Background: an optimization exercise with open tools, aiming at small area. Do not read the settings as production practice. Function was checked by simulation only, so behaviour that the tests miss may differ from the original. Power is estimated from default activity; no workload was simulated.

Setup of try-delta:
## du_dump_top
module du_dump_top #(
    parameter int CLKS_PER_BIT = 16
) (
    input  logic                     clk,
    input  logic                     i_rst,
    input  logic                     i_rx,
    output logic                     o_tx,
    input  logic [du_pkg::NB_PC-1:0] i_pc,
    input  logic                     i_rf_wr_en,
    input  logic [du_pkg::NB_REG_ADDR-1:0] i_rf_wr_addr,
    input  logic [du_pkg::NB_REG-1:0]      i_rf_wr_data,
    output logic                     o_busy,
    output logic                     o_dump_done
);
clock: 6.0 ns
lec_check: 0
cap_margin: 20
core_margin: 2
core_utilization: 80
cts_buf_list: sky130_fd_sc_hd__clkbuf_8
cts_cluster_diameter: 45
cts_cluster_size: 18
place_density: 0.9
slew_margin: 20
standard.sh (not shown) runs the stock make flow with config.mk's settings and CLKGATE_MAP_FILE= SYNTH_SCRIPT=/design/flow/synth_recipe.tcl, a recipe that flattens the netlist after the stock synthesis.
==> flow/flow/run.sh <==
#!/bin/bash
# The standard layout, with the port buffers made of the smallest buffer
# cell instead of the one buffer_ports picks by itself. Each step's full
# output is in orfs/logs/ as usual; what standard.sh prints goes to
# standard.log here.
set -euo pipefail
export BUFFER_PORTS_ARGS="-buffer_cell sky130_fd_sc_hd__buf_1"
bash standard.sh finish > standard.log 2>&1
diff inputs: try-delta => try-harbor
Settings: CTS_BUF_LIST: sky130_fd_sc_hd__clkbuf_8 -> sky130_fd_sc_hd__clkbuf_16; CTS_CLUSTER_SIZE: 18 -> 30; CTS_CLUSTER_DIAMETER: 45 -> 60; PLACE_DENSITY: 0.9 -> 0.7; CORE_UTILIZATION: 80 -> 60.
==> run summary <==
try-harbor reached the end of the flow, and the finished layout is clean on the timing, design-rule and antenna checks. Delta (try-harbor minus try-delta): number of antenna violations at the first check in global routing shows a reduction of 1; time the final worst path needs with I/O delays and setup shows an increase of 0.016 ns; global routing usage on met2 shows a reduction of 19 points; count of non-filler cells in the finished layout shows an increase of 4.9%. Sort try-delta and try-harbor by clock latency reported for the late side of the worst-skew pair desc -> top: try-delta. Re first-pass GRT wire length: try-delta was higher than try-harbor. Share of the cycle needed by the critical path after routing delta for try-harbor relative to try-delta: 0.27 points higher. Total length of routed met3 wires: try-delta and try-harbor compared, higher one is try-delta.
Inputs modified between try-harbor and try-violet:
Settings: CTS_CLUSTER_DIAMETER: 60 -> 40; PLACE_DENSITY: 0.7 -> 0.85; CTS_BUF_LIST: sky130_fd_sc_hd__clkbuf_16 -> sky130_fd_sc_hd__clkbuf_4 sky130_fd_sc_hd__clkbuf_8; CTS_CLUSTER_SIZE: 30 -> 16; CORE_UTILIZATION: 60 -> 75.
==> comparison <==
When try-violet is set beside try-harbor, its shortest clock period the worst path allows after layout turns out to be 0.014 ns smaller. NOTE design area try-harbor->try-violet increased slightly. Compared with try-harbor, try-violet shows a wire length of the first global-routing pass that is 7.1% higher. Summary of try-violet over try-harbor: overall routed net length rose 6800 um, sequential standard cell area about even.
Modified inputs, try-ember compared to try-violet
Settings: CTS_BUF_LIST changed from sky130_fd_sc_hd__clkbuf_4 sky130_fd_sc_hd__clkbuf_8 to sky130_fd_sc_hd__clkbuf_16; CORE_UTILIZATION changed from 75 to 60; CTS_CLUSTER_DIAMETER changed from 40 to 60; CTS_CLUSTER_SIZE changed from 16 to 30; PLACE_DENSITY changed from 0.85 to 0.7.
==> flow/run.sh (new file) <==
#!/bin/bash
# synth_recipe.tcl (not shown) runs the flow's synth.tcl, then flattens the netlist and writes it again
# the make line also repeats each setting of config.mk as NAME=value (left out here)
make -C /OpenROAD-flow-scripts/flow DESIGN_CONFIG=/design/flow/config.mk WORK_HOME=/design/flow/orfs CLKGATE_MAP_FILE= SYNTH_SCRIPT=/design/flow/synth_recipe.tcl finish
removed: flow/flow/run.sh
removed: flow/standard.sh
Findings:
- try-violet → try-ember: ratio of routed vias to standard cells lower; cell count higher; die outline height higher; peak per-stage delay on the critical path roughly the same.
- try-ember leaves less setup margin than try-violet.
- Taking try-violet as the reference, in try-ember area of all placed cells without fillers -0.59%, register-to-register slack shows an increase of 0.05 ns, combinational power share essentially unchanged, maximum VDD drop now smaller.
- Summary of try-ember over try-violet: sum of routed wire length over all layers decreased 6.1%, worst hold path cell count essentially unchanged.
Relative to try-ember, the following input files were edited for try-quartz:
Settings: a change of CORE_UTILIZATION from 60 to 75; a change of CTS_CLUSTER_DIAMETER from 60 to 50; a change of PLACE_DENSITY from 0.7 to 0.85; a change of CTS_BUF_LIST from sky130_fd_sc_hd__clkbuf_16 to sky130_fd_sc_hd__clkbuf_8; a change of CTS_CLUSTER_SIZE from 30 to 20.
Results
try-quartz: pin slew with the least headroom to its limit 0.044 ns below try-ember. Diff try-ember -> try-quartz: largest stage delay on the critical path level, combinational group share of total power moved up, post-layout total power moved down. The portion of total power attributed to the clock network reported for try-quartz is smaller than that of try-ember by 4.1 points. try-quartz improves on try-ember in maximum clock frequency. Wire length, try-quartz vs try-ember: up slightly. Comparing try-quartz and try-ember, the higher post-route fraction of the period consumed by the critical path was measured on try-ember. Going from try-ember to try-quartz, worst hold slack shrank by 0.0093 ns; worst-case reg-to-reg path depth shrank by 2. Clock-buffer cell count for try-quartz: 47% up relative to try-ember.
For try-nickel, these inputs were changed with respect to try-quartz:
Settings: CORE_UTILIZATION changed from 75 to 60; PLACE_DENSITY changed from 0.85 to 0.7.
Results
Taking try-quartz as the reference point, the reported clock group power of try-nickel rises by 11%. When try-nickel is set beside try-quartz, its via count of the first global-routing pass turns out to be 4.1% smaller. Against try-quartz, try-nickel comes in 2 higher on initial antenna violation count. On shortest period the worst path allows, try-quartz beats try-nickel. As of try-nickel, post-route standard cell area excluding fillers had risen slightly compared to try-quartz.

========
## the baseline
du_dump_top again, from the RTL that the note above started with.
export LEC_CHECK = 0
export CAP_MARGIN = 20
export CORE_MARGIN = 2
export CORE_UTILIZATION = 75
export CTS_BUF_LIST = sky130_fd_sc_hd__clkbuf_16
export CTS_CLUSTER_DIAMETER = 50
export CTS_CLUSTER_SIZE = 30
export PLACE_DENSITY = 0.85
export SLEW_MARGIN = 20
create_clock -name core_clock -period 6.0 [get_ports {clk}]
==> flow/flow/run.sh <==
#!/bin/bash
# The standard layout, with the port buffers made of the smallest buffer
# cell instead of the one buffer_ports picks by itself. Each step's full
# output is in orfs/logs/ as usual; what standard.sh prints goes to
# standard.log here.
set -euo pipefail
export BUFFER_PORTS_ARGS="-buffer_cell sky130_fd_sc_hd__buf_1"
bash standard.sh finish > standard.log 2>&1
The following lists how the candidate was set up differently from the baseline:
# the baseline
export LEC_CHECK = 0
export CAP_MARGIN = 20
export CORE_MARGIN = 2
export CORE_UTILIZATION = 75
export CTS_BUF_LIST = sky130_fd_sc_hd__clkbuf_16
export CTS_CLUSTER_DIAMETER = 50
export CTS_CLUSTER_SIZE = 30
export PLACE_DENSITY = 0.85
export SLEW_MARGIN = 20
create_clock -name core_clock -period 6.0 [get_ports {clk}]
# the candidate
export LEC_CHECK = 0
export CAP_MARGIN = 20
export CORE_MARGIN = 2
export CORE_UTILIZATION = 75
export CTS_BUF_LIST = sky130_fd_sc_hd__clkbuf_8
export CTS_CLUSTER_DIAMETER = 50
export CTS_CLUSTER_SIZE = 20
export PLACE_DENSITY = 0.85
export SLEW_MARGIN = 20
create_clock -name core_clock -period 6.0 [get_ports {clk}]
==> comparison <==
Having completed the whole flow, the candidate delivered a layout that passed the timing, design-rule and antenna checks.
Across both runs, number of global-route vias before repair was lower for the candidate than for the baseline.
Compared with the baseline, the candidate shows a highest attainable clock frequency that is 0.79% higher.
Run comparison: the candidate top routing layer in use met5; the baseline top routing layer in use met4
| total wirelength of the detailed-routed design | the candidate vs the baseline | 3.7% lower |
For the multi-input combinational area share, the candidate came in 0.59 points higher than the baseline did.
In the metrics for the baseline and the candidate, the one carrying the higher final core utilization is the baseline.

==> separate check: timing with driven ports <==
In the flow no input, the clock included, has a driving cell. The finished layouts below were timed again as built, in two steps. Step 1, drivers: a clkbuf_16 drives clk and a buf_2 each remaining input, both assumed. Step 2 also shifts input and output timing later by t, the mid clock arrival at the registers, as if the neighbouring blocks saw the same clock. Slacks: ideal / step 1 / step 2; pairs: ideal / step 1.
run | t (ns) | setup WS [ns] | worst setup path at the end | slew at the worst register clock pin (ns) | cell pins on the clock port's net
try-delta | 0.758 | 1.833 / 1.797 / 1.524 | input to register | 0.11 / 0.11 | 1
try-harbor | 0.696 | 1.817 / 1.817 / 1.548 | input to register | 0.11 / 0.11 | 1
try-violet | 0.792 | 1.830 / 1.775 / 1.585 | input to register | 0.10 / 0.10 | 1
try-ember | 0.708 | 1.502 / 1.438 / 1.272 | input to register | 0.11 / 0.11 | 1
try-quartz | 0.738 | 1.524 / 1.468 / 1.295 | input to register | 0.12 / 0.12 | 1
try-nickel | 0.762 | 1.461 / 1.398 / 1.275 | input to register | 0.12 / 0.12 | 1
the baseline | 0.720 | 1.836 / 1.775 / 1.632 | input to register | 0.11 / 0.11 | 1
the candidate | 0.746 | 1.869 / 1.813 / 1.612 | input to register | 0.12 / 0.12 | 1
After both steps setup and hold are still met in every run listed. The setup slack of try-delta, which loses most, moves by -0.036 ns with the drivers and by -0.309 ns with both steps.
